Context: an optimization exercise on an open-source flow, tuned for small area, a short achievable clock period and few clock cycles. The choices shown serve that exercise and are no tape-out recipe.
Where RTL was checked, it was by simulation tests only, not by an equivalence proof against the original.
Power is estimated from default activity; no workload was simulated.

## csr_nfa_top
module csr_nfa_top
(
	input logic clk,
	input logic reset,
	input csr_nfa_pkg::state_idx_t num_states,
	output logic char_ready,
	input logic char_valid,
	input csr_nfa_pkg::symbol_t char_a,
	input csr_nfa_pkg::symbol_t char_b,
	output logic rd_en,
	output csr_nfa_pkg::line_addr_t rd_addr,
	input csr_nfa_pkg::mem_line_t rd_data,
	output logic accept_a,
	output logic accept_b
);
Size in the first run: about 3200 cells after synthesis, roughly 560 flip-flops, about 190 I/O pins, ~0.029 mm² of cells after synthesis.
Settings: LEC_CHECK=0, ABC_AREA=0, CAP_MARGIN=35, CELL_PAD_IN_SITES_DETAIL_PLACEMENT=0, CELL_PAD_IN_SITES_GLOBAL_PLACEMENT=1, CORE_MARGIN=2, CORE_UTILIZATION=45, CTS_CLUSTER_DIAMETER=80, CTS_CLUSTER_SIZE=22, SETUP_SLACK_MARGIN=5, SLEW_MARGIN=35; clock period 10.0 ns.
standard.sh (not shown) runs the stock make flow with config.mk's settings and CLKGATE_MAP_FILE= SYNTH_SCRIPT=/design/flow/synth_recipe.tcl, a recipe that flattens the netlist after the stock synthesis.
==> flow/flow/run.sh <==
#!/bin/bash
# The standard layout, with repair_timing aiming at a larger setup margin
set -euo pipefail
bash standard.sh SETUP_SLACK_MARGIN=6.6 finish > standard_run.log 2>&1
The baseline finished with timing, DRC and antenna clean.
Edit:
--- a/flow/design.v
+++ b/flow/design.v
@@ -220,23 +220,25 @@
 	assign s_act = s_busy && !fl_last;
 	assign rem_single = (d_oh == rem);
 	assign s_is_last = (s_line == s_last);
 	assign hold_ok = (rem == '0) || (rem_single && (!s_act || s_is_last));
 	assign edge_ok = running;
 	assign cnt_a_nx = 8'(cnt_a) - 8'(cnt_a != '0) + 8'(acc_pa[0]) + 8'(acc_pa[1]) + 8'(acc_pa[2]) + 8'(acc_pa[3]);
 	assign cnt_b_nx = 8'(cnt_b) - 8'(cnt_b != '0) + 8'(acc_pb[0]) + 8'(acc_pb[1]) + 8'(acc_pb[2]) + 8'(acc_pb[3]);
 	assign quiet_next = running && !quiet && (pend == '0) && !ir_ptr && !ir_edge && !dt_ptr
 		&& (rem == '0) && !s_act && (cnt_a <= 7'd1) && (acc_pa == '0) && (cnt_b <= 7'd1) && (acc_pb == '0);
-	logic [3:0] rem_next;
+	logic [3:0] act_next;
+	logic ptr_norm;
 	logic early_ok;
-	assign rem_next = (dt_la | dt_lb) & ~p_eq;
-	assign early_ok = (rem == '0) && ((rem_next & (rem_next - 4'd1)) == '0) && ((rem_next == '0) || !s_act || s_is_last);
-	assign ptr_issue = !quiet && (pend != '0) && !dt_spec && !ir_ptr && (dt_ptr ? early_ok : hold_ok);
+	assign act_next = dt_la | dt_lb;
+	assign early_ok = dt_ptr && (rem == '0) && (!s_act || s_is_last) && ((act_next & (act_next - 4'd1)) == '0);
+	assign ptr_norm = !dt_ptr && !dt_spec && hold_ok;
+	assign ptr_issue = !quiet && (pend != '0) && !ir_ptr && (ptr_norm || early_ok);
 	assign spec_issue = running && !quiet && (pend == '0) && (rem == '0) && !s_act
 		&& !ir_ptr && !dt_ptr && !ir_spec && !dt_spec && !spec_held && need_new[0];
 	assign ptr_oh = low_oh(pend);
 	logic gap_empty;
 	logic [1:0] d_idx;
 	always_comb
 	begin
 		gap_empty = 1'b1;
 		d_idx = '0;
=>
- clock-buffer cell count goes down by 2
- design area falls by about 1.3%
- via count is lower by 0.62%
- power rose by 5.3%
- flip-flop and latch count is unchanged
Testbench counts after the change, summed over its fixed seeds: cycles 100,107.
The RTL of the first run of this note was laid out without a check of its function.

csr_nfa_top, a different RTL version from the one above (not shown whole).
Size in the first run: about 3200 cells after synthesis, about 190 I/O pins, roughly 30000 um2 of cells after synthesis.
export LEC_CHECK = 0
export ABC_AREA = 0
export CAP_MARGIN = 35
export CELL_PAD_IN_SITES_DETAIL_PLACEMENT = 0
export CELL_PAD_IN_SITES_GLOBAL_PLACEMENT = 1
export CORE_MARGIN = 2
export CORE_UTILIZATION = 45
export CTS_CLUSTER_DIAMETER = 80
export CTS_CLUSTER_SIZE = 22
export SETUP_SLACK_MARGIN = 5
export SLEW_MARGIN = 35
create_clock -name core_clock -period 10.0 [get_ports {clk}]
Scripts as last shown in full above: flow/flow/run.sh
Then changed:
--- a/flow/design.v
+++ b/flow/design.v
@@ -218,52 +218,46 @@
 	logic s_act;
 	assign fl_last = ir_first && (ir_addr == s_last);
 	assign s_act = s_busy && !fl_last;
 	assign rem_single = (d_oh == rem);
 	assign s_is_last = (s_line == s_last);
 	assign hold_ok = (rem == '0) || (rem_single && (!s_act || s_is_last));
 	assign edge_ok = running;
 	assign cnt_a_nx = 8'(cnt_a) - 8'(cnt_a != '0) + 8'(acc_pa[0]) + 8'(acc_pa[1]) + 8'(acc_pa[2]) + 8'(acc_pa[3]);
 	assign cnt_b_nx = 8'(cnt_b) - 8'(cnt_b != '0) + 8'(acc_pb[0]) + 8'(acc_pb[1]) + 8'(acc_pb[2]) + 8'(acc_pb[3]);
 	assign quiet_next = running && !quiet && (pend == '0) && !ir_ptr && !ir_edge && !dt_ptr
 		&& (rem == '0) && !s_act && (cnt_a <= 7'd1) && (acc_pa == '0) && (cnt_b <= 7'd1) && (acc_pb == '0);
-	logic [3:0] rem_next;
-	logic early_ok;
-	assign rem_next = (dt_la | dt_lb) & ~p_eq;
-	logic ptr_norm;
-	assign early_ok = (rem == '0) && !s_act && ((rem_next & (rem_next - 4'd1)) == '0);
-	assign ptr_norm = !quiet && (pend != '0) && !dt_spec && !ir_ptr && !dt_ptr && hold_ok;
-	assign ptr_issue = ptr_norm || (!quiet && (pend != '0) && !ir_ptr && dt_ptr && early_ok);
+	assign ptr_issue = !quiet && (pend != '0) && !dt_ptr && !dt_spec && hold_ok && !ir_ptr;
 	assign spec_issue = running && !quiet && (pend == '0) && (rem == '0) && !s_act
 		&& !ir_ptr && !dt_ptr && !ir_spec && !dt_spec && !spec_held && need_new[0];
 	assign ptr_oh = low_oh(pend);
 	logic gap_empty;
 	logic [1:0] d_idx;
 	always_comb
 	begin
 		gap_empty = 1'b1;
 		d_idx = '0;
 		for (int k = 0; k < 4; k++)
 		begin
 			if (d_oh[k])
 				d_idx = 2'(k);
 			if ((2'(k) > s_idx) && ((d_oh >> (k + 1)) != '0) && !heq[k])
 				gap_empty = 1'b0;
 		end
 	end
 	assign merge = s_act && s_is_last && s_inhold && (rem != '0) && (s_ll != 2'd3) && gap_empty;
 	always_comb
 		for (int l = 0; l < 4; l++)
 			s_mask[l] = !s_is_last || (2'(l) <= s_ll);
 	logic edge_go;
-	assign edge_go = edge_ok && !quiet && !ptr_norm && (s_act || rem != '0);
+	assign edge_go = edge_ok && !quiet && !ptr_issue && (s_act || rem != '0);
 	always_ff @(posedge clk)
 	begin
 		if (reset)
 		begin
 			ir_en <= 1'b1;
 			ir_addr <= '0;
 			ir_ptr <= 1'b1;
 			ir_spec <= 1'b0;
 			ir_edge <= 1'b0;
 			s_busy <= 1'b0;
 		end
Via count came out higher by 0.49%. Total power came out higher by 1.1%. Flip-flop and latch count does not change. Setup slack improves by 0.30 ns. Clock power stays flat. Sequential share of layout area grows by 0.92 points. Cell area falls by 2.3%. Synthesized area shrinks by 0.80%. Combinational power came out higher by about 5%. Global-route usage grows by 1.1 points. Hold slack gets better by 0.011 ns. Non-clock buffer count fell by 15.
No functional check of the RTL was part of any run of this note.

[afterwards: timing with drivers on the ports]
No port has a modelled driver above. Below, the same layouts with a new extraction and two added sets of constraints. Step 1: set_driving_cell puts a clkbuf_16 on clk and a buf_2 on each other input, an assumption about the parent block. Step 2 also shifts input and output timing later by t, the mid clock arrival at the registers, as if the neighbouring blocks saw the same clock. Three values: ideal ports, drivers, drivers and shift; two values: the first two.
run	shift t [ns]	setup WS [ns]	hold slack, ns	worst setup path after step 2	pins driven straight from the clock port
the first run of note 1	0.660	5.075 / 5.089 / 4.429	0.437 / 0.437 / 0.437	input to register	1
the second run of note 1	0.659	6.493 / 6.513 / 5.854	0.453 / 0.453 / 0.453	input to register	1
the first run of note 2	0.671	6.165 / 6.190 / 5.529	0.445 / 0.445 / 0.445	input to register	1
the second run of note 2	0.643	6.469 / 6.476 / 5.834	0.456 / 0.456 / 0.456	input to register	1
After both steps setup and hold are still met in every run listed. For the first run of note 1, which loses most, drivers alone change the setup slack by +0.014 ns; drivers and shift together by -0.646 ns.
